From an optimization exercise on the open Yosys and OpenROAD flow, aimed at small area, a short achievable clock period and few clock cycles per item; shortcuts taken in it are not production practice.
Function was checked by simulation only, so behaviour that the tests miss may differ from the original.
Power and IR drop assume default switching activity.

File: flow/config.mk
export PLATFORM = sky130hd
export DESIGN_NAME = data_mem_sized
export DESIGN_NICKNAME = data_mem_sized
export VERILOG_FILES = /design/flow/design.v
export SDC_FILE = /design/flow/constraint.sdc
export NUM_CORES = 4
export LEC_CHECK = 0
export CAP_MARGIN = 20
export CORE_MARGIN = 2
export CORE_UTILIZATION = 40
export CTS_CLUSTER_DIAMETER = 60
export CTS_CLUSTER_SIZE = 30
export SETUP_SLACK_MARGIN = 3.4
export SLEW_MARGIN = 20
File: flow/constraint.sdc
create_clock -name core_clock -period 5.5 [get_ports {im_clk}]
set_input_delay 1.1000 -clock core_clock [delete_from_list [all_inputs] [get_ports {im_clk}]]
set_output_delay 1.1000 -clock core_clock [all_outputs]
set_load 0.01 [all_outputs]
File: flow/design.v
package data_mem_sized_pkg;
   localparam int WORD = 64;
   localparam logic [1:0] SZ_B = 2'b00;
   localparam logic [1:0] SZ_H = 2'b01;
   localparam logic [1:0] SZ_W = 2'b10;
   localparam logic [1:0] SZ_D = 2'b11;
endpackage
module dmem_store_lanes
(
   input  logic [1:0]      size,
   input  logic [2:0]      offset,
   input  logic [data_mem_sized_pkg::WORD-1:0] wdata,
   output logic            misaligned,
   output logic [7:0]      lane_en,
   output logic [data_mem_sized_pkg::WORD-1:0] lane_data
);
   always_comb begin
      case (size)
         data_mem_sized_pkg::SZ_B: misaligned = 1'b0;
         data_mem_sized_pkg::SZ_H: misaligned = offset[0];
         data_mem_sized_pkg::SZ_W: misaligned = |offset[1:0];
         default:                  misaligned = |offset;
      endcase
   end
   always_comb begin
      for (int k = 0; k < 8; k++) begin
         case (size)
            data_mem_sized_pkg::SZ_B: begin
               lane_data[8*k +: 8] = wdata[7:0];
               lane_en[k]          = (3'(k) == offset);
            end
            data_mem_sized_pkg::SZ_H: begin
               lane_data[8*k +: 8] = wdata[8*(k%2) +: 8];
               lane_en[k]          = (2'(k/2) == offset[2:1]);
            end
            data_mem_sized_pkg::SZ_W: begin
               lane_data[8*k +: 8] = wdata[8*(k%4) +: 8];
               lane_en[k]          = (1'(k/4) == offset[2]);
            end
            default: begin
               lane_data[8*k +: 8] = wdata[8*k +: 8];
               lane_en[k]          = 1'b1;
            end
         endcase
      end
   end
endmodule
module dmem_load_align
(
   input  logic [1:0]      size,
   input  logic            sign_ext,
   input  logic [2:0]      offset,
   input  logic [data_mem_sized_pkg::WORD-1:0] mem_word,
   output logic [data_mem_sized_pkg::WORD-1:0] load_data
);
   logic [7:0] b0, b1;
   logic [15:0] b23;
   logic       ext;
   always_comb begin
      b0  = mem_word[8*offset +: 8];
      b1  = mem_word[8*{offset[2:1], 1'b1} +: 8];
      b23 = mem_word[16*{offset[2], 1'b1} +: 16];
      case (size)
         data_mem_sized_pkg::SZ_B: ext = sign_ext & b0[7];
         data_mem_sized_pkg::SZ_H: ext = sign_ext & b1[7];
         data_mem_sized_pkg::SZ_W: ext = sign_ext & b23[15];
         default:                  ext = 1'b0;
      endcase
      load_data[7:0]   = b0;
      load_data[15:8]  = (size == data_mem_sized_pkg::SZ_B) ? {8{ext}} : b1;
      load_data[31:16] = (size[1] == 1'b0) ? {16{ext}} : b23;
      load_data[63:32] = (size == data_mem_sized_pkg::SZ_D) ? mem_word[63:32] : {32{ext}};
   end
endmodule
module data_mem_sized
#(
   parameter int WIDTH   = 64,
   parameter int DEPTH   = 32,
   parameter int LATENCY = 0
) (
   input  logic             im_clk,
   input  logic             im_rst_n,
   input  logic             req_valid,
   output logic             req_ready,
   input  logic             req_write,
   input  logic [1:0]       req_size,
   input  logic             req_signed,
   input  logic [WIDTH-1:0] req_addr,
   input  logic [WIDTH-1:0] req_wdata,
   output logic             resp_valid,
   output logic [WIDTH-1:0] resp_rdata,
   output logic             resp_fault
);
   localparam int AW = $clog2(DEPTH);
   logic             v1_q;
   logic             flt1_q;
   logic             ld1_q;
   logic [1:0]       sz1_q;
   logic             sg1_q;
   logic [2:0]       off1_q;
   logic [DEPTH-1:0] sel1_n_q;     
   logic [7:0]       lane1_n_q;    
   logic [WIDTH-1:0] wd1_q;
   logic             v2_q;
   logic             flt2_q;
   logic             ld2_q;
   logic [1:0]       sz2_q;
   logic             sg2_q;
   logic [2:0]       off2_q;
   logic [WIDTH-1:0] raw2_q;
   logic             v3_q;
   logic             flt3_q;
   logic [WIDTH-1:0] rd3_q;
   logic [WIDTH-1:0] mem_q [DEPTH];
   logic             mis0;
   logic             flt0;
   logic [DEPTH-1:0] dec0;
   logic [7:0]       lane_en0;
   logic [WIDTH-1:0] lane_data0;
   logic [WIDTH-1:0] raw1;
   logic [WIDTH-1:0] load_data2;
   assign req_ready  = 1'b1;
   assign resp_valid = v3_q;
   assign resp_rdata = rd3_q;
   assign resp_fault = flt3_q;
   dmem_store_lanes u_store (
      .size       (req_size),
      .offset     (req_addr[2:0]),
      .wdata      (req_wdata),
      .misaligned (mis0),
      .lane_en    (lane_en0),
      .lane_data  (lane_data0)
   );
   assign flt0 = (|req_addr[WIDTH-1:AW+3]) | mis0;
   always_comb begin
      for (int w = 0; w < DEPTH; w++) begin
         dec0[w] = (req_addr[AW+2:3] == AW'(w));
      end
   end
   always_ff @(posedge im_clk or negedge im_rst_n) begin
      if (!im_rst_n) begin
         v1_q      <= 1'b0;
         lane1_n_q <= '1;
      end else begin
         v1_q      <= req_valid;
         lane1_n_q <= (req_valid && req_write && !flt0) ? ~lane_en0 : 8'hFF;
      end
   end
   always_ff @(posedge im_clk) begin
      flt1_q  <= flt0;
      ld1_q   <= !req_write && !flt0;
      sz1_q   <= req_size;
      sg1_q   <= req_signed;
      off1_q  <= req_addr[2:0];
      sel1_n_q <= ~dec0;
      wd1_q   <= lane_data0;
   end
   always_ff @(posedge im_clk) begin
      for (int w = 0; w < DEPTH; w++) begin
         for (int k = 0; k < 8; k++) begin
            if (!sel1_n_q[w] && !lane1_n_q[k]) begin
               mem_q[w][8*k +: 8] <= wd1_q[8*k +: 8];
            end
         end
      end
   end
   always_comb begin
      raw1 = '1;
      for (int w = 0; w < DEPTH; w++) begin
         raw1 = raw1 & ({WIDTH{sel1_n_q[w]}} | mem_q[w]);
      end
   end
   always_ff @(posedge im_clk or negedge im_rst_n) begin
      if (!im_rst_n) begin
         v2_q <= 1'b0;
      end else begin
         v2_q <= v1_q;
      end
   end
   always_ff @(posedge im_clk) begin
      flt2_q <= flt1_q;
      ld2_q  <= ld1_q;
      sz2_q  <= sz1_q;
      sg2_q  <= sg1_q;
      off2_q <= off1_q;
      raw2_q <= raw1;
   end
   dmem_load_align u_load (
      .size      (sz2_q),
      .sign_ext  (sg2_q),
      .offset    (off2_q),
      .mem_word  (raw2_q),
      .load_data (load_data2)
   );
   always_ff @(posedge im_clk or negedge im_rst_n) begin
      if (!im_rst_n) begin
         v3_q <= 1'b0;
      end else begin
         v3_q <= v2_q;
      end
   end
   always_ff @(posedge im_clk) begin
      flt3_q <= flt2_q;
      rd3_q  <= ld2_q ? load_data2 : '0;
   end
endmodule
File: flow/flow/run.sh
#!/bin/bash
# The standard layout, with the port buffers made of plain buffers rather than
# delay cells, and gate sizing not held to the original cell footprints.
set -euo pipefail
bash standard.sh 'BUFFER_PORTS_ARGS=-buffer_cell sky130_fd_sc_hd__buf_2' MATCH_CELL_FOOTPRINT=0 finish > standard.log 2>&1
File: flow/standard.sh
#!/bin/bash
# synth_recipe.tcl (not shown) runs the flow's synth.tcl, then flattens the netlist and writes it again
# the make line also repeats each setting of config.mk as NAME=value (left out here)
make -C /OpenROAD-flow-scripts/flow DESIGN_CONFIG=/design/flow/config.mk WORK_HOME=/design/flow/orfs CLKGATE_MAP_FILE= SYNTH_SCRIPT=/design/flow/synth_recipe.tcl "${@:-finish}"
==> results.py, run 1 <==
metrics = {
    "placed_design": {
        "place.gp.congestion": 0.8852,
        "dp_hpwl_microns": 162600,
        "portBuffers": 200,
        "dpl.cell_count": 7658,
    },
    "route": {
        "drtIter0Drc": 8568,
        "wirelength_microns": 278400,
        "vias_per_cell": 6.254,
        "drtAntennaViolNets": 0,
        "drc": 0,
        "vias": 49980,
        "wl_per_cell_microns": 34.83,
        "dr.pass1.iters": 6,
    },
    "yosys": {
        "synth_top_area_share": 0.7589,
        "ys_async_sr_fraction": 0.004783,
        "yosysWarnings": 4,
        "synth-edff-count": 2048,
        "synth_seq_cells": 2300,
        "synthCells": 5012,
        "avgSynthCellArea_sq_um": 16.17,
        "synth_top_cell_by_area": "edfxtp_1",
        "synth_flop_cell": "edfxtp_1",
        "synth.net_count": 5156,
        "synth_cell_types": 46,
        "synth.area.top_cells": "edfxtp_1 76%, o22ai_1 8.1%, dfxtp_1 6.0%",
        "netlist_area_sq_um": 81040,
        "seq_area_frac_synth": 0.8220,
    },
    "setup_path": {
        "slowest_stage": "dfrtp_1",
        "rr_worst_depth": 5,
        "crit_family": "flip-flops",
        "worstPathCellList": "buf_2",
        "path_buf_inv": 1,
        "endpoint": "resp_valid",
        "path_depth": 1,
        "critPathArrivalTime_ns": 1.30,
        "worstReg2RegEnd": "raw2_q[59]",
        "cp.required_ns": 4.40,
        "timing_worst_setup_path_type": "register to output pin",
        "critPathMaxStageDelay_ns": 0.36,
        "reg2reg_slack_ns": 3.34,
        "cp-end-kind": "output pin",
        "crit_start": "v3_q",
        "timing.rr.start": "sel1_n_q[1]",
        "crit_path_max_fanout": 1,
        "start_kind": "register",
    },
    "sta": {
        "report.final.slew_viol_count": 0,
        "worstMarginPinSlew_ns": 1.221,
        "fmax_mhz": 417.5,
        "slew_headroom": 0.1828,
        "fin_crit_ns": 2.395,
        "hold_slack_ns": 0.1840,
        "rsz0062_at_grt": "yes",
        "setup_viol": 0,
        "post-route-period-util": 0.4355,
        "setup_tns_ns": 0,
        "hold_viol": 0,
        "fin_worst_skew_ns": 0.03939,
    },
    "floorplanning": {
        "rows": 165,
        "die_x_microns": 454.1,
        "core_sq_um": 201700,
        "die_h_microns": 454.1,
        "num_io_pins": 202,
        "dieArea_sq_um": 206200,
        "initial_utilization": 0.4018,
    },
    "run_status": {
        "status": "timing/DRC/antenna clean",
    },
    "final_layout": {
        "final_cells": 7991,
        "layout.cells.most_common": "edfxtp_1",
        "final_nets": 5337,
        "final_cell_mix": "2048 x edfxtp_1, 1049 x o22ai_1, 733 x nor2_1",
        "syn_to_final_growth_pct": 12.95,
        "drive_gt1_frac": 0.1567,
    },
    "global_routing": {
        "grt_max_degree": 56,
        "grt_overflow": 0,
        "first_global_vias": 46080,
        "antenna_found_initial": 32,
        "grt_usage": 0.2622,
        "grt_pass1_wl_microns": 375400,
    },
    "cts": {
        "clock-root-buffer": "clkbuf_16",
        "h-tree-depth": 4,
        "postCtsHoldBufs": 0,
        "clk_pin_slew_worst_paths_ns": 0.08,
        "cts_sinks": 2300,
        "cts_buffers": 133,
        "cts_tree": "yes",
        "clkLatencyLatePin_ns": 0.83,
        "cts_buffer_depth": 3,
    },
    "hold_path": {
        "hp-class": "input pin to async pin",
    },
    "pwr": {
        "p_per_area_nw_per_um2": 352.0,
        "p_total_uw": 32220,
        "peakVddDrop_uv": 392.8,
        "power_leakage_uw": 0.02784,
    },
    "run": {
        "cap_violations": 0,
    },
}
worst min path at each step:
stage          startpoint  endpoint  slack (ns)  cells after the start
6_report         im_rst_n      v2_q        0.18                      1
5_1_grt          im_rst_n      v3_q        0.18                      1
4_1_cts          im_rst_n      v2_q        0.13                      1
3_5_place_dp        sg1_q     sg2_q        0.32                      0
3_3_place_gp       flt2_q    flt3_q        0.31                      0
2_1_floorplan      flt1_q    flt2_q        0.31                      0
kinds of logic (layout without fill, tap and decap cells):
kind of cell,count (synthesis),in the layout,synth area share
other cells,1,22,0.00004628
fa+ha+maj,9,9,0.001390
simple gates,1144,1145,0.05930
compound gates,1140,1143,0.08785
buf+inv,340,622,0.01709
mux,78,78,0.01235
flops,2300,2300,0.8220
area by class of cell:
class                      instances  area [sq um]
inverter                          14         57.56
multi-input combinational       2376         13440
clock buffer                     153          3527
clock inverter                    87         968.4
timing repair buffer             368          3303
fill                           17160        110200
antenna                           21         52.55
tap                             2672          3343
sequential                      2300         66830
cells in the mapped netlist (6+ instances only):
master / number
a22oi_1: 25
clkbuf_1: 265
o22ai_1: 1049
mux4_2: 11
buf_6: 7
mux2_2: 24
o21ai_0: 52
mux2i_1: 39
nor4_1: 30
nand4_1: 124
buf_1: 13
ha_1: 9
nand2_1: 142
nor2b_1: 10
nand3_1: 6
edfxtp_1: 2048
dfstp_2: 8
inv_1: 13
nor3b_1: 6
buf_2: 38
nor2_1: 805
dfxtp_1: 241
per-layer routing:
layer / vias up / wire length, microns / track usage
li1: 20100 / - / -
met1: 25630 / 104300 / 0.3695
met2: 3663 / 124900 / 0.3967
met3: 564 / 36990 / 0.06100
met4: 22 / 12020 / 0.09832
met5: - / 161 / 0
state kept, by name, summed over array words and instances (netlist names), 2 cells and up:
name / count
lane1_n_q: 8
mem_q: 2048
off1_q: 3
off2_q: 3
raw2_q: 64
rd3_q: 64
sel1_n_q: 32
sz1_q: 2
sz2_q: 2
wd1_q: 64
metrics by stage:
stage          setup slack, ns  instance area (sq um)    util
3_5_place_dp             2.529                  85100  0.4219
2_1_floorplan            3.307                  81160       -
4_1_cts                  3.047                  90970  0.4510
6_report                 3.105                  91530  0.4538
3_3_place_gp             2.556                  85020  0.4215
5_1_grt                  3.060                  91510  0.4537
where the power goes:
part | internal [uW] | switching, uW | total (uW)
Combinational | 339 | 911 | 1250
Sequential | 19300 | 432 | 19700
Clock | 5210 | 6050 | 11300
repair_timing:
| item | CTS | global route |
|---|---|---|
| gates resized for setup | 167 | 49 |
| pin swaps | 3 | 5 |
| buffers inserted | 46 | 19 |
| cloned | 4 | 0 |
| setup endpoints to repair | 1240 | 243 |
Testbench counts, summed over its fixed seeds: cycles 16,024, items 16,000.
==> run 2: changes to the inputs <==
--- a/flow/config.mk
+++ b/flow/config.mk
@@ -9,4 +9,4 @@
 export CORE_MARGIN = 2
-export CORE_UTILIZATION = 40
-export CTS_CLUSTER_DIAMETER = 60
+export CORE_UTILIZATION = 50
+export CTS_CLUSTER_DIAMETER = 80
 export CTS_CLUSTER_SIZE = 30
==> run 2 against run 1 <==
- clock skew grew 0.012 ns
- largest cell class unchanged
- via count fell by 0.64%
- first-iteration DRC count up 2.7%
- fmax is essentially flat
- sequential power hardly changed
- cell count fell by 7.1%
- hold slack lost 0.013 ns
- clock power down 14%
- non-clock buffer count rose by 5
- register-to-register slack lost 0.03 ns
- wire length decreased by 0.56%
- critical endpoint unchanged
- die area down 20%
- critical path type unchanged
==> results.py, run 2 <==
metrics = {
    "run_status": {
        "status": "timing/DRC/antenna clean",
    },
    "cts": {
        "clkLatencyLatePin_ns": 0.80,
        "cts_buffer_depth": 3,
        "cts_sinks": 2300,
        "h-tree-depth": 3,
        "clock-root-buffer": "clkbuf_16",
        "cts_tree": "yes",
        "clk_pin_slew_worst_paths_ns": 0.11,
        "cts_buffers": 102,
        "postCtsHoldBufs": 0,
    },
    "global_routing": {
        "antenna_found_initial": 19,
        "grt_usage": 0.3302,
        "grt_pass1_wl_microns": 374400,
        "grt_overflow": 0,
        "use_met1": 0.4679,
        "grt_use_met3": 0.08908,
        "first_global_vias": 45540,
        "grt_max_degree": 57,
        "grt_use_met2": 0.4903,
        "busiest_layer": "met2",
    },
    "floorplanning": {
        "rows": 147,
        "die_x_microns": 406.6,
        "die_h_microns": 406.6,
        "initial_utilization": 0.5041,
        "core_sq_um": 160800,
        "num_io_pins": 202,
        "dieArea_sq_um": 165300,
    },
    "setup_path": {
        "slowest_stage": "dfrtp_1",
        "critPathMaxStageDelay_ns": 0.39,
        "path_buf_inv": 1,
        "crit_path_max_fanout": 1,
        "crit_family": "flip-flops",
        "worstPathCellList": "buf_2",
        "cp.required_ns": 4.40,
        "critPathArrivalTime_ns": 1.29,
        "start_kind": "register",
        "timing_worst_setup_path_type": "register to output pin",
        "cp-end-kind": "output pin",
    },
    "sta": {
        "fin_worst_skew_ns": 0.05179,
        "rsz0062_at_grt": "yes",
        "fin_crit_ns": 2.394,
        "post-route-period-util": 0.4352,
        "setup_viol": 0,
        "hold_viol": 0,
        "slew_headroom": 0.1936,
        "report.final.slew_viol_count": 0,
        "worstMarginPinSlew_ns": 1.205,
        "fmax_mhz": 417.7,
        "final.setup.worst_slack_ns": 3.106,
        "setup_tns_ns": 0,
    },
    "yosys": {
        "ys_async_sr_fraction": 0.004783,
        "synth.net_count": 5156,
        "synth_cell_types": 46,
        "synth_top_cell_by_area": "edfxtp_1",
        "synth-edff-count": 2048,
        "yosysMostFrequentCell": "edfxtp_1",
        "netlist_area_sq_um": 81040,
        "synth_flop_cell": "edfxtp_1",
        "seq_area_frac_synth": 0.8220,
        "yosysWarnings": 4,
        "synth_seq_cells": 2300,
        "synthCells": 5012,
        "synth.area.top_cells": "edfxtp_1 76%, o22ai_1 8.1%, dfxtp_1 6.0%",
        "yosys-top-cells-count": "2048 x edfxtp_1, 1049 x o22ai_1, 805 x nor2_1, 265 x clkbuf_1, 241 x dfxtp_1",
        "avgSynthCellArea_sq_um": 16.17,
        "synth_top_area_share": 0.7589,
    },
    "route": {
        "drtAntennaViolNets": 0,
        "wl_per_cell_microns": 37.27,
        "vias": 49660,
        "drtIter0Drc": 8797,
        "drc": 0,
        "vias_per_cell": 6.686,
        "dr.pass1.iters": 7,
        "wirelength_microns": 276800,
    },
    "final_layout": {
        "largest_register_ffs": 2048,
        "final_nets": 5311,
        "final_cells": 7427,
        "fillers": 12570,
        "top_register": "mem_q",
        "final_cell_mix": "2048 x edfxtp_1, 1049 x o22ai_1, 740 x nor2_1",
        "drive_gt1_frac": 0.1494,
        "syn_to_final_growth_pct": 10.97,
        "layout.cells.most_common": "edfxtp_1",
    },
    "pwr": {
        "p_int_uw": 23470,
        "power_leakage_uw": 0.02737,
        "swShare": 0.2330,
        "p_seq_frac": 0.645,
        "comb_power_share": 0.038,
        "p_per_area_nw_per_um2": 340.3,
        "peakVddDrop_uv": 272.7,
        "p_clk_frac": 0.316,
        "p_sw_uw": 7130,
    },
    "run": {
        "cap_violations": 0,
    },
    "placed_design": {
        "portBuffers": 200,
        "dp_hpwl_microns": 164100,
        "place.gp.congestion": 0.9204,
        "pre_cts_slack_ns": 2.383,
        "dpl.cell_count": 7140,
    },
    "hold_path": {
        "hp-class": "input pin to async pin",
    },
}
-- run 2: metal layers --
| layer | up-vias | wire length, microns |
|---|---|---|
| li1 | 20010 | - |
| met1 | 25460 | 102500 |
| met2 | 3703 | 122700 |
| met3 | 479 | 39650 |
| met4 | 8 | 11900 |
| met5 | - | 67 |
-- run 2: final cells by class --
| type | instances | area, sq um | share of cell area |
|---|---|---|---|
| Tap cell | 2160 | 2703 | 0.03005 |
| Antenna cell | 13 | 32.53 | 0.0003618 |
| Timing Repair Buffer | 373 | 3383 | 0.03762 |
| Multi-Input combinational cell | 2376 | 13420 | 0.1492 |
| Inverter | 14 | 57.56 | 0.0006400 |
| Sequential cell | 2300 | 66860 | 0.7435 |
| Clock inverter | 60 | 718.2 | 0.007987 |
| Clock buffer | 131 | 2755 | 0.03064 |
-- run 2: worst paths after layout --
kind	to	depth (start not counted)	startpoint	slack, ns
worst max-delay path	resp_valid	1	v3_q	3.11
worst min-delay path	v2_q	1	im_rst_n	0.17
worst max register to register	raw2_q[16]	5	sel1_n_q[16]	3.31
worst min register to register	sz2_q[1]	0	sz1_q[1]	0.33
max in group asynchronous	lane1_n_q[4]	1	im_rst_n	5.07
min in group core_clock	sz2_q[1]	0	sz1_q[1]	0.33
-- run 2: per-stage QoR --
stage               total power, uW  hold slack (ns)  area [sq um]    util
global placement              21140           0.3159         84350  0.5247
CTS                           30490           0.1483         89360  0.5559
global route                  31200           0.1714         89900  0.5593
finish                        30600           0.1706         89930  0.5594
floorplan                     20350           0.3096         81160       -
detailed placement            21160           0.3121         84430  0.5252
-- run 2: repair_timing --
action                                   CTS  global route
buffers inserted                          55            24
gates cloned                               4             0
resized for setup                        168            65
pin swaps                                  3             5
endpoints found under the setup margin  1154           244
-- run 2: logic make-up after synthesis --
| group | after synthesis | synth area share |
|---|---|---|
| mux | 78 | 0.01235 |
| simple gates | 1144 | 0.05930 |
| other cells | 1 | 0.00004628 |
| fa+ha+maj | 9 | 0.001390 |
| compound gates | 1140 | 0.08785 |
| flops | 2300 | 0.8220 |
| buf+inv | 340 | 0.01709 |
-- run 2: power groups by stage --
stage | logic, uW | clock network [uW] | registers [uW]
floorplan | 442 | 0 | 19900
global placement | 987 | 0 | 20200
detailed placement | 997 | 0 | 20200
CTS | 1100 | 9660 | 19700
global route | 1210 | 10200 | 19800
finish | 1170 | 9680 | 19800
-- run 2: worst reg2reg max path: cells and delay by family, from the launching register on --
kind / cells / cell delay (ns)
and+or+nand+nor: 3 / 0.75
DFF: 1 / 0.53
AOI/OAI and AO/OA: 1 / 0.27
buffers and inverters: 1 / 0.51
==> run 3: changes to the inputs <==
--- a/flow/config.mk
+++ b/flow/config.mk
@@ -9,4 +9,4 @@
 export CORE_MARGIN = 2
-export CORE_UTILIZATION = 50
-export CTS_CLUSTER_DIAMETER = 80
+export CORE_UTILIZATION = 60
+export CTS_CLUSTER_DIAMETER = 100
 export CTS_CLUSTER_SIZE = 30
==> run 3 against run 2 <==
- cell count shrank 5.4%
- global-route usage rose by 7.0 points
- hold slack gained 0.034 ns
- synthesized cell count unchanged
- via count rose by 0.50%
==> results.py, run 3 <==
metrics = {
    "yosys": {
        "synth_compound_gate_area_share": 0.08785,
        "synth_top_family_by_area": "compound AO/OA/AOI/OAI gates",
        "synth_seq_cells": 2300,
        "ys_async_sr_fraction": 0.004783,
        "synth-edff-count": 2048,
        "netlist_area_sq_um": 81040,
        "yosysWarnings": 4,
        "synth_xor_xnor_area_share": 0,
        "seq_area_frac_synth": 0.8220,
        "synth.area.top_cells": "edfxtp_1 76%, o22ai_1 8.1%, dfxtp_1 6.0%",
        "avgSynthCellArea_sq_um": 16.17,
        "synthAdderAreaFrac": 0.001390,
        "synth_top_area_share": 0.7589,
        "synthSimpleGateAreaFrac": 0.05930,
        "synthCells": 5012,
        "yosys-top-cells-count": "2048 x edfxtp_1, 1049 x o22ai_1, 805 x nor2_1, 265 x clkbuf_1, 241 x dfxtp_1",
        "synth.net_count": 5156,
        "yosysMostFrequentCell": "edfxtp_1",
        "synth_top_cell_by_area": "edfxtp_1",
        "muxShareOfSynthArea": 0.01235,
        "synth_cell_types": 46,
        "synth_flop_cell": "edfxtp_1",
    },
    "placed_design": {
        "dp_hpwl_microns": 164500,
        "dpl.cell_count": 6773,
        "place.gp.congestion": 0.9004,
        "portBuffers": 200,
        "pre_cts_slack_ns": 2.437,
    },
    "final_layout": {
        "drive_gt1_frac": 0.1300,
        "final_cells": 7029,
        "fillers": 9377,
        "largest_register_ffs": 2048,
        "top_register": "mem_q",
        "final_nets": 5310,
        "utilization": 0.6610,
        "final_cell_mix": "2048 x edfxtp_1, 1049 x o22ai_1, 759 x nor2_1",
        "syn_to_final_growth_pct": 9.127,
        "layout.cells.most_common": "edfxtp_1",
    },
    "setup_path": {
        "cp.required_ns": 4.40,
        "path_buf_inv": 1,
        "crit_family": "flip-flops",
        "rr_worst_depth": 5,
        "critPathArrivalTime_ns": 1.28,
        "timing_worst_setup_path_type": "register to output pin",
        "critPathMaxStageDelay_ns": 0.40,
        "crit_path_max_fanout": 1,
        "cp-end-kind": "output pin",
        "slowest_stage": "dfrtp_1",
        "worstPathCellList": "buf_6",
        "start_kind": "register",
        "path_depth": 1,
    },
    "global_routing": {
        "antenna_found_initial": 33,
        "grt_pass1_wl_microns": 374000,
        "grt_usage": 0.4001,
        "grt_overflow": 0,
        "first_global_vias": 45770,
        "grt_max_degree": 63,
    },
    "cts": {
        "clk_pin_slew_worst_paths_ns": 0.10,
        "h-tree-depth": 3,
        "clock-root-buffer": "clkbuf_16",
        "clkLatencyLatePin_ns": 0.75,
        "cts_sinks": 2300,
        "cts_buffer_depth": 3,
        "cts_buffers": 86,
        "cts_tree": "yes",
    },
    "floorplanning": {
        "initial_utilization": 0.6057,
        "dieArea_sq_um": 138000,
        "core_sq_um": 133800,
        "num_io_pins": 202,
        "rows": 134,
        "die_x_microns": 371.5,
        "die_h_microns": 371.5,
    },
    "hold_path": {
        "hp-class": "input pin to async pin",
    },
    "pwr": {
        "p_per_area_nw_per_um2": 330.8,
        "peakVddDrop_uv": 261.1,
        "p_sw_uw": 6484,
        "p_clk_frac": 0.284,
        "comb_power_share": 0.042,
        "power_leakage_uw": 0.02696,
        "swShare": 0.2217,
        "p_seq_frac": 0.674,
        "p_int_uw": 22770,
    },
    "route": {
        "drtAntennaViolNets": 0,
        "vias": 49900,
        "wl_per_cell_microns": 39.62,
        "dr.pass1.iters": 6,
        "vias_per_cell": 7.099,
        "drtIter0Drc": 8301,
        "drc": 0,
        "wirelength_microns": 278500,
    },
    "sta": {
        "setup_tns_ns": 0,
        "final.setup.worst_slack_ns": 3.124,
        "fin_crit_ns": 2.376,
        "rsz0062_at_grt": "yes",
        "fin_worst_skew_ns": 0.02505,
        "report.final.slew_viol_count": 0,
        "hold_viol": 0,
        "hold_slack_ns": 0.2041,
        "setup_viol": 0,
        "fmax_mhz": 421.0,
        "worstMarginPinSlew_ns": 1.196,
        "post-route-period-util": 0.4319,
        "slew_headroom": 0.2016,
    },
    "run": {
        "cap_violations": 0,
    },
    "run_status": {
        "status": "timing/DRC/antenna clean",
    },
}
-- run 3: cell counts after synthesis --
No cell type changed its count.
-- run 3: path summary, 6_finish.rpt --
| kind | to | slack [ns] | from |
|---|---|---|---|
| hold reg to reg | flt2_q | 0.35 | flt1_q |
| setup / recovery | resp_valid | 3.12 | v3_q |
| hold / removal | v2_q | 0.20 | im_rst_n |
| min in group core_clock | flt2_q | 0.35 | flt1_q |
| max in group asynchronous | lane1_n_q[0] | 5.02 | im_rst_n |
| setup reg to reg | raw2_q[3] | 3.30 | sel1_n_q[0] |
-- run 3: area by class of cell --
class	count	area, sq um	share of cell area
antenna	21	52.55	0.0005942
sequential	2300	66810	0.7555
inverter	14	57.56	0.0006508
tap	1768	2212	0.02501
timing repair buffer	390	3435	0.03884
clock inverter	4	45.04	0.0005094
multi-input combinational	2374	13310	0.1505
clock buffer	158	2507	0.02835
-- run 3: logic make-up (layout without fill, tap and decap cells) --
kind of cell,after synthesis,in the layout
fa+ha+maj,9,9
compound gates,1140,1141
mux,78,78
other cells,1,22
simple gates,1144,1145
flops,2300,2300
buf+inv,340,566
-- run 3: metrics by stage --
step / total power, uW / area [sq um]
4_1_cts: 29130 / 87910
6_report: 29250 / 88430
2_1_floorplan: 20350 / 81160
3_5_place_dp: 21190 / 84120
5_1_grt: 29780 / 88400
3_3_place_gp: 21160 / 84020
-- run 3: timing repair --
item | 4_1_cts | 5_1_grt
buffers inserted | 53 | 16
hold buffers | 0 | 0
pin swaps | 2 | 3
resized for setup | 109 | 45
cloned | 2 | 0
endpoints found under the setup margin | 968 | 391
-- run 3: power groups by stage --
| stage | Combinational (uW) | Sequential, uW | Clock, uW |
|---|---|---|---|
| after detailed placement | 1070 | 20100 | 0 |
| after floorplan | 442 | 19900 | 0 |
| after global routing | 1250 | 19700 | 8820 |
| after global placement | 1040 | 20100 | 0 |
| after CTS | 1160 | 19700 | 8270 |
| final | 1220 | 19700 | 8320 |
-- run 3: per-layer routing --
layer	share of wire	track usage	routed length [microns]
met2	0.45	0.6055	125700
met4	0.052	0.1728	14590
met5	0.00046	0	129
met3	0.14	0.09844	37860
met1	0.36	0.5607	100300
==> run 4: changes to the inputs <==
--- a/flow/config.mk
+++ b/flow/config.mk
@@ -9,3 +9,3 @@
 export CORE_MARGIN = 2
-export CORE_UTILIZATION = 60
+export CORE_UTILIZATION = 70
 export CTS_CLUSTER_DIAMETER = 100
==> run 4 against run 3 <==
- hold slack gained 0.041 ns
- critical path depth stayed put
- still clean on timing, DRC and antenna
- critical endpoint unchanged
- area after synthesis unchanged
- core utilization is 10 points higher
==> results.py, run 4 <==
metrics = {
    "cts": {
        "cts_buffers": 86,
        "clk_pin_slew_worst_paths_ns": 0.11,
        "clock-root-buffer": "clkbuf_16",
        "cts_sinks": 2300,
        "cts_buffer_depth": 3,
        "clkLatencyLatePin_ns": 0.74,
        "postCtsHoldBufs": 0,
        "cts_tree": "yes",
        "h-tree-depth": 3,
    },
    "setup_path": {
        "rr_worst_depth": 5,
        "crit_start": "v3_q",
        "crit_path_max_fanout": 1,
        "reg2reg_slack_ns": 3.34,
        "worstPathCellList": "buf_2",
        "start_kind": "register",
        "cp-end-kind": "output pin",
        "critPathArrivalTime_ns": 1.27,
        "timing_worst_setup_path_type": "register to output pin",
        "crit_family": "flip-flops",
        "cp.required_ns": 4.40,
        "timing.rr.start": "sel1_n_q[5]",
        "path_buf_inv": 1,
        "critPathMaxStageDelay_ns": 0.39,
        "slowest_stage": "dfrtp_1",
        "worstReg2RegEnd": "raw2_q[2]",
    },
    "route": {
        "wl_per_cell_microns": 38.99,
        "vias": 50080,
        "drtAntennaViolNets": 0,
        "drtIter0Drc": 9285,
        "wirelength_microns": 262300,
        "vias_per_cell": 7.443,
        "drc": 0,
        "dr.pass1.iters": 8,
    },
    "final_layout": {
        "final_cell_mix": "2048 x edfxtp_1, 1049 x o22ai_1, 752 x nor2_1",
        "final_cell_area_sq_um": 87770,
        "top_register": "mem_q",
        "drive_gt1_frac": 0.1299,
        "layout.cells.most_common": "edfxtp_1",
        "syn_to_final_growth_pct": 8.305,
        "final_nets": 5261,
        "largest_register_ffs": 2048,
        "fillers": 6591,
    },
    "pwr": {
        "power_leakage_uw": 0.02666,
        "p_sw_uw": 6375,
        "peakVddDrop_uv": 352.1,
        "p_clk_frac": 0.282,
        "comb_power_share": 0.034,
        "p_per_area_nw_per_um2": 331.5,
        "p_int_uw": 22720,
        "p_seq_frac": 0.685,
        "swShare": 0.2191,
    },
    "floorplanning": {
        "die_h_microns": 344.2,
        "die_x_microns": 344.2,
        "rows": 124,
        "initial_utilization": 0.7068,
        "dieArea_sq_um": 118500,
        "core_sq_um": 114700,
        "num_io_pins": 202,
    },
    "yosys": {
        "synth_cell_types": 46,
        "synthCells": 5012,
        "yosys-top-cells-count": "2048 x edfxtp_1, 1049 x o22ai_1, 805 x nor2_1, 265 x clkbuf_1, 241 x dfxtp_1",
        "yosysMostFrequentCell": "edfxtp_1",
        "synth-edff-count": 2048,
        "synth_top_area_share": 0.7589,
        "avgSynthCellArea_sq_um": 16.17,
        "synth.net_count": 5156,
        "yosysWarnings": 4,
        "ys_async_sr_fraction": 0.004783,
        "seq_area_frac_synth": 0.8220,
        "synth_flop_cell": "edfxtp_1",
        "synth.area.top_cells": "edfxtp_1 76%, o22ai_1 8.1%, dfxtp_1 6.0%",
        "synth_top_cell_by_area": "edfxtp_1",
        "netlist_area_sq_um": 81040,
        "synth_seq_cells": 2300,
    },
    "placed_design": {
        "portBuffers": 200,
        "dp_hpwl_microns": 156600,
        "place.gp.congestion": 0.9611,
        "dpl_cell_area_sq_um": 83520,
        "pre_cts_slack_ns": 2.505,
    },
    "sta": {
        "post-route-period-util": 0.4302,
        "rsz0062_at_grt": "yes",
        "hold_viol": 0,
        "hold_slack_ns": 0.2454,
        "setup_tns_ns": 0,
        "fin_crit_ns": 2.366,
        "fmax_mhz": 422.7,
        "final.setup.worst_slack_ns": 3.134,
        "worstMarginPinSlew_ns": 1.218,
        "report.final.slew_viol_count": 0,
        "setup_viol": 0,
        "fin_worst_skew_ns": 0.02793,
        "slew_headroom": 0.1852,
    },
    "global_routing": {
        "grt_overflow": 0,
        "grt_max_degree": 72,
        "grt_usage": 0.4393,
        "first_global_vias": 45860,
        "grt_pass1_wl_microns": 352200,
        "antenna_found_initial": 31,
    },
    "run_status": {
        "status": "timing/DRC/antenna clean",
    },
    "run": {
        "cap_violations": 0,
    },
    "hold_path": {
        "hp-class": "input pin to async pin",
    },
}
-- run 4: area by class of cell --
| class | instances | area, sq um | share of cell area |
|---|---|---|---|
| flip-flops and latches | 2300 | 66850 | 0.7617 |
| multi-input cells | 2376 | 13400 | 0.1526 |
| repair buffers | 339 | 2979 | 0.03394 |
| clock buffers | 156 | 2479 | 0.02824 |
| well taps | 1512 | 1892 | 0.02155 |
| diodes | 26 | 65.06 | 0.0007413 |
| inverters | 14 | 57.56 | 0.0006558 |
| clock inverters | 5 | 46.29 | 0.0005275 |
-- run 4: worst max-delay path by stage --
| stage | end | slack, ns | cells after the start |
|---|---|---|---|
| 3_5_place_dp | wd1_q[19] | 2.50 | 7 |
| 5_1_grt | resp_valid | 3.11 | 1 |
| 6_report | resp_valid | 3.13 | 1 |
| 4_1_cts | resp_valid | 3.11 | 1 |
| 3_3_place_gp | wd1_q[23] | 2.61 | 7 |
| 2_1_floorplan | wd1_q[53] | 3.31 | 8 |
-- run 4: timing repair --
action                                  4_1_cts  5_1_grt
cloned                                        4        0
resized for setup                           124       59
setup buffers                                27       32
pin swaps                                     5        4
endpoints found under the setup margin      767      258
-- run 4: per-layer routing --
layer  global-route usage  share of wire  wire length, microns  vias up
met3               0.1312           0.17                 44150      756
met5                    0        0.00043                   114        -
li1                     -              -                     -    19880
met4               0.2339          0.065                 16920       18
met2               0.6411           0.44                115000     4685
met1               0.6087           0.33                 86170    24740
-- run 4: per-stage QoR --
step | total power [uW] | cells | utilization
floorplan | 20350 | 5012 | -
global placement | 21080 | 6476 | 0.7282
detailed placement | 21110 | 6477 | 0.7284
CTS | 28860 | 6669 | 0.7590
global route | 29570 | 6716 | 0.7652
finish | 29100 | 6728 | 0.7655
-- run 4: kinds of logic after synthesis --
logic type / Yosys count / synth area share
flops: 2300 / 0.8220
compound gates: 1140 / 0.08785
mux: 78 / 0.01235
simple gates: 1144 / 0.05930
buf+inv: 340 / 0.01709
other cells: 1 / 0.00004628
fa+ha+maj: 9 / 0.001390
-- run 4: power groups by stage --
stage / registers (uW) / clock network (uW) / logic [uW]
after CTS: 19900 / 8100 / 888
after detailed placement: 20300 / 0 / 815
final: 19900 / 8200 / 978
after floorplan: 19900 / 0 / 442
after global placement: 20300 / 0 / 804
after global routing: 19900 / 8660 / 1000
==> run 5: changes to the inputs <==
--- a/flow/config.mk
+++ b/flow/config.mk
@@ -12,3 +12,3 @@
 export CTS_CLUSTER_SIZE = 30
-export SETUP_SLACK_MARGIN = 3.4
+export SETUP_SLACK_MARGIN = 3.6
 export SLEW_MARGIN = 20
==> run 5 against run 4 <==
- cell area up 2.0%
- global-route usage up 3.2 points
- worst setup slack better by 0.044 ns
- sequential power about the same
- die area unchanged
- first-iteration DRC count up 16%
- wire length up 6.7%
- hold slack worse by 0.014 ns
==> results.py, run 5 <==
metrics = {
    "setup_path": {
        "cp.required_ns": 4.40,
        "crit_path_max_fanout": 1,
        "critPathArrivalTime_ns": 1.22,
        "reg2reg_slack_ns": 3.50,
        "timing.rr.start": "sel1_n_q[6]",
        "crit_start": "v3_q",
        "critPathMaxStageDelay_ns": 0.38,
        "worstPathCellList": "buf_2",
        "timing_worst_setup_path_type": "register to output pin",
        "path_buf_inv": 1,
        "cp-end-kind": "output pin",
        "worstReg2RegEnd": "raw2_q[26]",
        "start_kind": "register",
        "slowest_stage": "dfrtp_1",
        "crit_family": "flip-flops",
        "rr_worst_depth": 5,
    },
    "global_routing": {
        "grt_overflow": 0,
        "grt_usage": 0.4712,
        "first_global_vias": 47390,
        "antenna_found_initial": 17,
        "grt_pass1_wl_microns": 374900,
        "grt_max_degree": 46,
    },
    "placed_design": {
        "portBuffers": 200,
        "place.gp.congestion": 0.9516,
        "dp_hpwl_microns": 152300,
    },
    "sta": {
        "fmax_mhz": 430.6,
        "setup_viol": 0,
        "report.final.slew_viol_count": 0,
        "rsz0062_at_grt": "yes",
        "fin_worst_skew_ns": 0.04105,
        "setup_tns_ns": 0,
        "worstMarginPinSlew_ns": 1.210,
        "slew_headroom": 0.1920,
        "fin_crit_ns": 2.322,
        "hold_viol": 0,
        "hold_slack_ns": 0.2309,
        "post-route-period-util": 0.4222,
    },
    "pwr": {
        "peakVddDrop_uv": 370.9,
        "p_int_uw": 22760,
        "p_sw_uw": 6417,
        "p_seq_frac": 0.677,
        "p_clk_frac": 0.281,
        "power_leakage_uw": 0.02747,
        "p_per_area_nw_per_um2": 325.8,
        "comb_power_share": 0.042,
        "swShare": 0.2200,
        "p_total_uw": 29170,
    },
    "yosys": {
        "synth.net_count": 5156,
        "synth_flop_cell": "edfxtp_1",
        "synth_seq_cells": 2300,
        "synthCells": 5012,
        "seq_area_frac_synth": 0.8220,
        "yosysWarnings": 4,
        "yosysMostFrequentCell": "edfxtp_1",
        "synth_top_area_share": 0.7589,
        "synth-edff-count": 2048,
        "ys_async_sr_fraction": 0.004783,
        "synth.area.top_cells": "edfxtp_1 76%, o22ai_1 8.1%, dfxtp_1 6.0%",
        "synth_top_cell_by_area": "edfxtp_1",
        "synth_cell_types": 46,
        "netlist_area_sq_um": 81040,
        "yosys-top-cells-count": "2048 x edfxtp_1, 1049 x o22ai_1, 805 x nor2_1, 265 x clkbuf_1, 241 x dfxtp_1",
        "avgSynthCellArea_sq_um": 16.17,
    },
    "final_layout": {
        "final_cell_mix": "2048 x edfxtp_1, 1049 x o22ai_1, 648 x nor2_1",
        "final_nets": 5377,
        "largest_register_ffs": 2048,
        "top_register": "mem_q",
        "fillers": 6261,
        "utilization": 0.7809,
        "drive_gt1_frac": 0.1669,
        "layout.cells.most_common": "edfxtp_1",
        "syn_to_final_growth_pct": 10.49,
    },
    "hold_path": {
        "hp-class": "input pin to async pin",
    },
    "route": {
        "dr.pass1.iters": 9,
        "wirelength_microns": 279900,
        "vias": 51520,
        "wl_per_cell_microns": 41.01,
        "drtIter0Drc": 10750,
        "vias_per_cell": 7.547,
        "drc": 0,
        "drtAntennaViolNets": 0,
    },
    "cts": {
        "cts_tree": "yes",
        "clkLatencyLatePin_ns": 0.74,
        "h-tree-depth": 3,
        "clk_pin_slew_worst_paths_ns": 0.12,
        "cts_sinks": 2300,
        "clock-root-buffer": "clkbuf_16",
        "cts_buffers": 86,
        "cts_buffer_depth": 3,
    },
    "floorplanning": {
        "core_sq_um": 114700,
        "num_io_pins": 202,
        "initial_utilization": 0.7068,
        "die_x_microns": 344.2,
        "dieArea_sq_um": 118500,
        "rows": 124,
        "die_h_microns": 344.2,
    },
    "run": {
        "cap_violations": 0,
    },
    "run_status": {
        "status": "timing/DRC/antenna clean",
    },
}
run 5: worst max-delay path by stage:
| stage | end | slack (ns) | cells past startpoint |
|---|---|---|---|
| CTS | resp_valid | 3.15 | 1 |
| floorplan | wd1_q[53] | 3.31 | 8 |
| detailed placement | rd3_q[52] | 2.51 | 4 |
| global route | resp_valid | 3.16 | 1 |
| global placement | ld1_q | 2.66 | 7 |
| finish | resp_valid | 3.18 | 1 |
run 5: logic make-up after synthesis:
| family | share of synthesized area |
|---|---|
| AOI/OAI and AO/OA | 0.08785 |
| DFF | 0.8220 |
| and+or+nand+nor | 0.05930 |
| muxes | 0.01235 |
| adders and majority gates | 0.001390 |
| buffers and inverters | 0.01709 |
| other | 0.00004628 |
run 5: layer usage:
layer  vias to the layer above  track usage  wire (microns)
met3                      1009       0.1705           50400
met2                      5298       0.6598          119700
met1                     25110       0.6272           86320
met5                         -            0             188
met4                         6       0.3191           23320
li1                      20090            -               -
run 5: stage by stage:
step,setup slack (ns),cells,instance area (sq um)
after floorplan,3.308,5012,81230
after global placement,2.662,6480,83490
after detailed placement,2.507,6483,83540
after CTS,3.150,6780,88810
after global routing,3.157,6816,89510
final,3.178,6826,89540
run 5: worst reg2reg max path, stage by stage, from the launching register on:
cell and delay [ns]:
dfxtp_4 0.48, buf_6 0.37, o22ai_1 0.18, nor2_1 0.15, nand4_1 0.28, nor2_4 0.39
run 5: layout make-up:
type                            count  area [sq um]  area share
Sequential cell                  2300         66860      0.7467
Timing Repair Buffer              455          4447     0.04966
Antenna cell                       12         30.03   0.0003354
Tap cell                         1512          1892     0.02113
Inverter                           14         67.56   0.0007546
Clock buffer                      156          2479     0.02768
Multi-Input combinational cell   2376         13750      0.1536
Clock inverter                      1         11.26   0.0001258
run 5: what timing repair did:
| action | CTS | global route |
|---|---|---|
| gates cloned | 4 | 0 |
| endpoints found under the hold margin | 0 | 0 |
| pin swaps | 7 | 3 |
| hold buffers | 0 | 0 |
| resized for setup | 243 | 92 |
| setup buffers | 136 | 33 |
| setup endpoints to repair | 2021 | 655 |
run 5: power groups by stage:
stage / Clock [uW] / Combinational [uW] / Sequential, uW
2_1_floorplan: 0 / 448 / 19900
3_3_place_gp: 0 / 906 / 20200
3_5_place_dp: 0 / 924 / 20200
4_1_cts: 8040 / 1120 / 19700
5_1_grt: 8610 / 1240 / 19700
6_report: 8190 / 1230 / 19800
==> run 6: changes to the inputs <==
--- a/flow/config.mk
+++ b/flow/config.mk
@@ -9,6 +9,6 @@
 export CORE_MARGIN = 2
-export CORE_UTILIZATION = 70
+export CORE_UTILIZATION = 60
 export CTS_CLUSTER_DIAMETER = 100
 export CTS_CLUSTER_SIZE = 30
-export SETUP_SLACK_MARGIN = 3.6
+export SETUP_SLACK_MARGIN = 3.15
 export SLEW_MARGIN = 20
==> run 6 against run 5 <==
- still clean on timing, DRC and antenna
- non-clock buffer count is 104 lower
- first-iteration DRC count is 23% lower
- clock power about the same
- global-route usage fell by 9.1 points
- power is 0.23% lower
- via count fell by 4.3%
- flip-flop and latch count unchanged
- register-to-register slack got worse by 0.39 ns
- cell area down 2.5%
- critical path type is now register to register
- largest cell class unchanged
==> results.py, run 6 <==
metrics = {
    "setup_path": {
        "path_buf_inv": 1,
        "worstPathCellList": "buf_6 > o22ai_1 > nor2_1 > nand4_1 > nor2_1",
        "crit_family": "simple AND/OR/NAND/NOR gates",
        "critPathArrivalTime_ns": 3.04,
        "timing.critical_path.mode_cell": "nor2_1",
        "worstReg2RegEnd": "raw2_q[55]",
        "crit_path_max_fanout": 27,
        "cp-end-kind": "register",
        "timing_worst_setup_path_type": "register to register",
        "slowest_stage": "dfxtp_4",
        "start_kind": "register",
        "cp.required_ns": 6.15,
        "reg2reg_slack_ns": 3.11,
        "timing.rr.start": "sel1_n_q[26]",
        "critPathMaxStageDelay_ns": 0.65,
        "rr_worst_depth": 5,
    },
    "yosys": {
        "avgSynthCellArea_sq_um": 16.17,
        "yosysMostFrequentCell": "edfxtp_1",
        "synth-edff-count": 2048,
        "synthAdderAreaFrac": 0.001390,
        "synth_top_cell_by_area": "edfxtp_1",
        "synth_compound_gate_area_share": 0.08785,
        "yosysWarnings": 4,
        "netlist_area_sq_um": 81040,
        "seq_area_frac_synth": 0.8220,
        "yosys-top-cells-count": "2048 x edfxtp_1, 1049 x o22ai_1, 805 x nor2_1, 265 x clkbuf_1, 241 x dfxtp_1",
        "synth_top_area_share": 0.7589,
        "synth_seq_cells": 2300,
        "synth.net_count": 5156,
        "synthSimpleGateAreaFrac": 0.05930,
        "synthCells": 5012,
        "synth_flop_cell": "edfxtp_1",
        "synth_cell_types": 46,
        "synth_xor_xnor_area_share": 0,
        "synth_top_family_by_area": "compound AO/OA/AOI/OAI gates",
        "synth.area.top_cells": "edfxtp_1 76%, o22ai_1 8.1%, dfxtp_1 6.0%",
        "muxShareOfSynthArea": 0.01235,
        "ys_async_sr_fraction": 0.004783,
    },
    "floorplanning": {
        "die_h_microns": 371.5,
        "initial_utilization": 0.6057,
        "rows": 134,
        "core_sq_um": 133800,
        "num_io_pins": 202,
        "die_x_microns": 371.5,
        "dieArea_sq_um": 138000,
    },
    "final_layout": {
        "syn_to_final_growth_pct": 7.743,
        "utilization": 0.6526,
        "fillers": 9454,
        "final_nets": 5270,
        "largest_register_ffs": 2048,
        "top_register": "mem_q",
        "drive_gt1_frac": 0.1106,
        "final_cell_mix": "2048 x edfxtp_1, 1049 x o22ai_1, 786 x nor2_1",
        "layout.cells.most_common": "edfxtp_1",
    },
    "cts": {
        "clk_pin_slew_worst_paths_ns": 0.11,
        "clock-root-buffer": "clkbuf_16",
        "cts_buffer_depth": 3,
        "cts_tree": "yes",
        "cts_sinks": 2300,
        "cts_buffers": 86,
        "postCtsHoldBufs": 0,
        "h-tree-depth": 3,
        "clkLatencyLatePin_ns": 0.74,
    },
    "sta": {
        "worstMarginPinSlew_ns": 1.212,
        "final.setup.worst_slack_ns": 3.115,
        "setup_tns_ns": 0,
        "slew_headroom": 0.1891,
        "setup_viol": 0,
        "fmax_mhz": 419.3,
        "report.final.slew_viol_count": 0,
        "hold_slack_ns": 0.2315,
        "rsz0062_at_grt": "yes",
        "post-route-period-util": 0.4337,
        "fin_worst_skew_ns": 0.02041,
        "hold_viol": 0,
        "fin_crit_ns": 2.385,
    },
    "route": {
        "drc": 0,
        "wirelength_microns": 266500,
        "drtIter0Drc": 8274,
        "wl_per_cell_microns": 38.26,
        "dr.pass1.iters": 6,
        "drtAntennaViolNets": 0,
        "vias": 49290,
        "vias_per_cell": 7.076,
    },
    "run_status": {
        "status": "timing/DRC/antenna clean",
    },
    "placed_design": {
        "place.gp.congestion": 0.8742,
        "portBuffers": 200,
        "dp_hpwl_microns": 163000,
        "pre_cts_slack_ns": 2.116,
    },
    "global_routing": {
        "grt_max_degree": 56,
        "grt_overflow": 0,
        "grt_pass1_wl_microns": 358000,
        "antenna_found_initial": 13,
        "grt_usage": 0.3805,
        "first_global_vias": 44940,
    },
    "pwr": {
        "peakVddDrop_uv": 269.7,
        "power_leakage_uw": 0.02656,
        "p_total_uw": 29110,
        "p_per_area_nw_per_um2": 333.4,
    },
    "run": {
        "cap_violations": 0,
    },
    "hold_path": {
        "hp-class": "input pin to async pin",
    },
}
run 6: changes by cell type in the layout (fill, tap and decap cells not counted), moves of 8 or more:
cell and delta:
nor2_2 -135, dfstp_4 -8, nor2_1 +138, dfxtp_2 -47, buf_16 -9, buf_12 -38
dfxtp_1 +49, dfstp_2 +8, buf_2 +40, buf_6 -49, buf_4 -38, buf_8 -9
run 6: cells by family (layout without fill, tap and decap cells):
family,after synthesis,in the layout
flip-flops,2300,2300
AND/OR/NAND/NOR,1144,1145
AO/OA/AOI/OAI,1140,1140
buffers and inverters,340,518
multiplexers,78,78
adder cells (fa/ha/maj),9,9
other,1,8
run 6: final cells by class:
cell class | count | area, sq um | share of cell area
clock inverters | 1 | 11.26 | 0.0001290
multi-input cells | 2373 | 13150 | 0.1506
clock buffers | 152 | 2464 | 0.02822
inverters | 14 | 52.55 | 0.0006019
repair buffers | 351 | 2641 | 0.03025
flip-flops and latches | 2300 | 66760 | 0.7647
diodes | 7 | 17.52 | 0.0002006
well taps | 1768 | 2212 | 0.02534
run 6: how the worst max path moves through the flow:
stage	end	depth (start not counted)	slack, ns	startpoint
floorplan	wd1_q[53]	8	3.17	req_size[0]
global placement	wd1_q[29]	6	2.16	req_size[0]
detailed placement	wd1_q[16]	6	2.12	req_size[0]
CTS	resp_valid	1	3.10	v3_q
global route	resp_valid	1	3.09	v3_q
finish	raw2_q[55]	5	3.11	sel1_n_q[26]
run 6: where the power goes:
part / internal, uW / leakage [uW] / switching (uW)
Combinational: 311 / 0.00555 / 850
Sequential: 19300 / 0.0198 / 483
Clock: 3100 / 0.00118 / 5080
run 6: what timing repair did:
item | CTS | global route
pin swaps | 2 | 1
endpoints found under the hold margin | 0 | 0
gates resized for setup | 22 | 8
endpoints found under the setup margin | 168 | 75
buffers inserted | 9 | 14
gates cloned | 1 | 0
run 6: layer usage:
metal	share of wire	up-vias	global-route usage
li1	-	19840	-
met1	0.37	25290	0.5521
met2	0.45	3690	0.5751
met3	0.13	459	0.08433
met4	0.043	12	0.1383
met5	0.00032	-	0
run 6: metrics by stage:
stage,instance area [sq um],instances
floorplan,81060,5012
global placement,84100,6772
detailed placement,84180,6777
CTS,86940,6940
global route,87290,6959
finish,87310,6966

==> static timing again, ports no longer ideal <==
In the flow no input, the clock included, has a driving cell. The finished layouts below were timed again as built, in two steps.
Step 1 assumes that a clkbuf_16 drives the clock port and a buf_2 every other input.
Step 2 also shifts input and output timing later by t, the mid clock arrival at the registers, as if the neighbouring blocks saw the same clock.
a / b / c = ideal ports / drivers / drivers and shift; a / b = the first two.
| run | t, ns | setup WS [ns] | slew at the worst register clock pin (ns) | worst slew at a driven data input, ns | pins driven straight from the clock port |
|---|---|---|---|---|---|
| run 1 | 0.909 | 3.105 / 3.008 / 2.628 | 0.11 / 0.11 | 0.15 | 1 |
| run 2 | 0.858 | 3.106 / 3.020 / 2.655 | 0.12 / 0.12 | 0.21 | 1 |
| run 3 | 0.828 | 3.124 / 3.042 / 2.723 | 0.12 / 0.12 | 0.18 | 1 |
| run 4 | 0.807 | 3.134 / 3.054 / 2.699 | 0.12 / 0.12 | 0.18 | 1 |
| run 5 | 0.805 | 3.178 / 3.092 / 2.930 | 0.12 / 0.12 | 0.21 | 1 |
| run 6 | 0.818 | 3.115 / 3.057 / 2.495 | 0.12 / 0.12 | 0.07 | 1 |
After both steps every run listed still meets setup and hold. For run 6, which loses most, drivers alone change the setup slack by -0.058 ns; drivers and shift together by -0.620 ns.
